From an optimization exercise on the open Yosys and OpenROAD flow, aimed at small area, a short achievable clock period and few clock cycles; shortcuts taken in it are not production practice. RTL that was checked went through simulation tests only; none was proved equivalent to the original. Power figures rest on the tool's default switching activity, not on a simulated workload.

// line_rasterizer_interpolated
module line_rasterizer_interpolated
#(
    parameter int COORD_BITS = 6,
    parameter int DEPTH_BITS = 16,
    parameter int FRAC_BITS  = 16
) (
    input  wire logic                 aclk,
    input  wire logic                 aresetn,
    input  wire logic                 s_tvalid,
    output logic                      s_tready,
    input  wire logic [((2*(2*COORD_BITS+DEPTH_BITS+32)+7)/8)*8-1:0] s_tdata,
    output logic                      m_tvalid,
    input  wire logic                 m_tready,
    output logic [((2*COORD_BITS+DEPTH_BITS+32+7)/8)*8-1:0] m_tdata,
    output logic                      m_tlast
);
export LEC_CHECK = 0
export CAP_MARGIN = 5
export CORE_MARGIN = 2
export CORE_UTILIZATION = 40
export CTS_CLUSTER_DIAMETER = 80
export CTS_CLUSTER_SIZE = 24
export SETUP_SLACK_MARGIN = 4.45
export SLEW_MARGIN = 5
create_clock -name core_clock -period 7.5 [get_ports {aclk}]
standard.sh (not shown) runs the stock make flow with config.mk's settings and CLKGATE_MAP_FILE= SYNTH_SCRIPT=/design/flow/synth_recipe.tcl, a recipe that flattens the netlist after the stock synthesis.
==> flow/flow/run.sh <==
#!/bin/bash
# Standard layout, with two changes: the port buffers are made from plain
# buffers (sky130_fd_sc_hd__buf_2) instead of the delay buffers buffer_ports
# picks, and clock tree synthesis adds no dummy loads.
set -euo pipefail
export BUFFER_PORTS_ARGS="-buffer_cell sky130_fd_sc_hd__buf_2"
export CTS_ARGS="-sink_clustering_enable -repair_clock_nets -buf_list sky130_fd_sc_hd__clkbuf_8 -sink_clustering_size 16 -sink_clustering_max_diameter 60 -dont_use_dummy_load"
bash standard.sh > standard.log 2>&1
Testbench counts at the start, summed over its fixed seeds: cycles 38,956.
Then changed:
==> flow/flow/run.sh (replaced) <==
#!/bin/bash
# Standard layout, with two changes: the port buffers are made from plain
# buffers (sky130_fd_sc_hd__buf_2) instead of the delay buffers buffer_ports
# picks, and clock tree synthesis adds no dummy loads.
set -euo pipefail
export BUFFER_PORTS_ARGS="-buffer_cell sky130_fd_sc_hd__buf_2"
export CTS_ARGS="-sink_clustering_enable -repair_clock_nets -sink_clustering_size 24 -sink_clustering_max_diameter 80 -dont_use_dummy_load"
bash standard.sh > standard.log 2>&1
--- a/flow/config.mk
+++ b/flow/config.mk
@@ -11,4 +11,5 @@
 export CTS_CLUSTER_DIAMETER = 80
 export CTS_CLUSTER_SIZE = 24
+export PLACE_DENSITY = 0.7
 export SETUP_SLACK_MARGIN = 4.45
 export SLEW_MARGIN = 5
After rerunning: The new run finished clean; total power is higher by a few percent; die area stays the same; sequential power barely changes; setup slack loses 0.0044 ns; routed wire length is about the same; critical path depth does not change; fmax is about the same; register-to-register slack is worse by 0.06 ns; final cell count stays flat; sequential cell count is unchanged.
Then changed:
--- a/flow/config.mk
+++ b/flow/config.mk
@@ -11,5 +11,4 @@
 export CTS_CLUSTER_DIAMETER = 80
 export CTS_CLUSTER_SIZE = 24
-export PLACE_DENSITY = 0.7
 export SETUP_SLACK_MARGIN = 4.45
 export SLEW_MARGIN = 5
Hold slack got worse by 0.0069 ns. Sequential cell count does not change. Non-clock buffer count is lower by 20. Global-route usage is higher by 0.51 points. Fmax barely changes.

Another version of the RTL of line_rasterizer_interpolated (not shown whole).
Size in the first run: roughly 400 flip-flops, about 190 I/O pins, roughly 32000 um^2 of cells after synthesis.
==> flow/config.mk <==
export PLATFORM = sky130hd
export DESIGN_NAME = line_rasterizer_interpolated
export DESIGN_NICKNAME = line_rasterizer_interpolated
export VERILOG_FILES = /design/flow/design.v
export SDC_FILE = /design/flow/constraint.sdc
export NUM_CORES = 4
export LEC_CHECK = 0
export CAP_MARGIN = 5
export CORE_MARGIN = 2
export CORE_UTILIZATION = 40
export CTS_CLUSTER_DIAMETER = 80
export CTS_CLUSTER_SIZE = 24
export PLACE_DENSITY = 0.75
export SETUP_SLACK_MARGIN = 4.1
export SLEW_MARGIN = 5
==> flow/constraint.sdc <==
create_clock -name core_clock -period 7.5 [get_ports {aclk}]
set_input_delay 1.5000 -clock core_clock [delete_from_list [all_inputs] [get_ports {aclk}]]
set_output_delay 1.5000 -clock core_clock [all_outputs]
set_load 0.01 [all_outputs]
==> flow/flow/run.sh <==
#!/bin/bash
# Standard layout, with the port buffers made from plain buffers
# (sky130_fd_sc_hd__buf_2) instead of the delay buffers buffer_ports picks.
set -euo pipefail
export BUFFER_PORTS_ARGS="-buffer_cell sky130_fd_sc_hd__buf_2"
bash standard.sh > standard.log 2>&1
The first run completed with no timing, DRC or antenna violations.
Change:
PLACE_DENSITY = unset   (was 0.75)
Effect: The changed run ran to the end with no violations; global-route usage rises by 0.75 points; final cell count stays flat; cell area is higher by about 0.55%.
Change:
SETUP_SLACK_MARGIN = 4.2   (was 4.1)
Global-route usage is higher by 0.30 points.
Cell count climbs by 0.59%.
Power climbs by 1.2%.
Core utilization rises by 0.67 points.
Combinational power grows by about 5%.
Setup slack gets better by 15 ps.
Fmax came out higher by 0.44%.
Via count barely changes.
Worst hold slack got worse by 32 ps.
Change:
CAP_MARGIN = 0   (was 5)
SETUP_SLACK_MARGIN = 4.1   (was 4.2)
SLEW_MARGIN = 0   (was 5)
Outcome: Cell area drops by 1.4%. Via count hardly moves. Die area does not change. Register-to-register slack is worse by 30 ps. First-iteration DRC count climbs by 4.7%. Combinational power drops by about 5%. Non-clock buffer count drops by 24. Area after synthesis does not change. Routed wire length drops by 1.1%. Total power drops by 1.2%.
Function was not checked in any run of this note: the RTL went through the layout flow alone.

## re-timing with driven ports
Ports are ideal in the flow. The routed layouts listed here were re-timed in OpenROAD.
Step 1, drivers: a clkbuf_16 drives aclk and a buf_2 each remaining input, both assumed.
Step 2 moves the port delays by t, midway between the first and last clock arrival at a register: inputs arrive t later, outputs are due t later. That takes back most of the time a late clock gives input paths.
Three values: ideal, step 1, step 2; two values: the first two.
run	shift t [ns]	setup slack, ns	latest minus earliest clock arrival (ns)	worst slew at a driven data input, ns	cell pins on the clock port's net
the first run of note 1	0.671	4.359 / 4.366 / 3.694	0.099 / 0.099	0.08	1
the second run of note 1	0.638	4.354 / 4.366 / 3.728	0.080 / 0.080	0.17	1
the third run of note 1	0.648	4.348 / 4.363 / 3.715	0.050 / 0.050	0.08	1
the first run of note 2	0.633	4.106 / 4.111 / 3.478	0.036 / 0.036	0.07	1
the second run of note 2	0.675	4.104 / 4.113 / 3.438	0.032 / 0.031	0.11	1
the third run of note 2	0.666	4.119 / 4.127 / 3.461	0.025 / 0.026	0.11	1
the fourth run of note 2	0.675	4.104 / 4.113 / 3.438	0.032 / 0.031	0.11	1
After both steps every run listed still meets setup and hold.
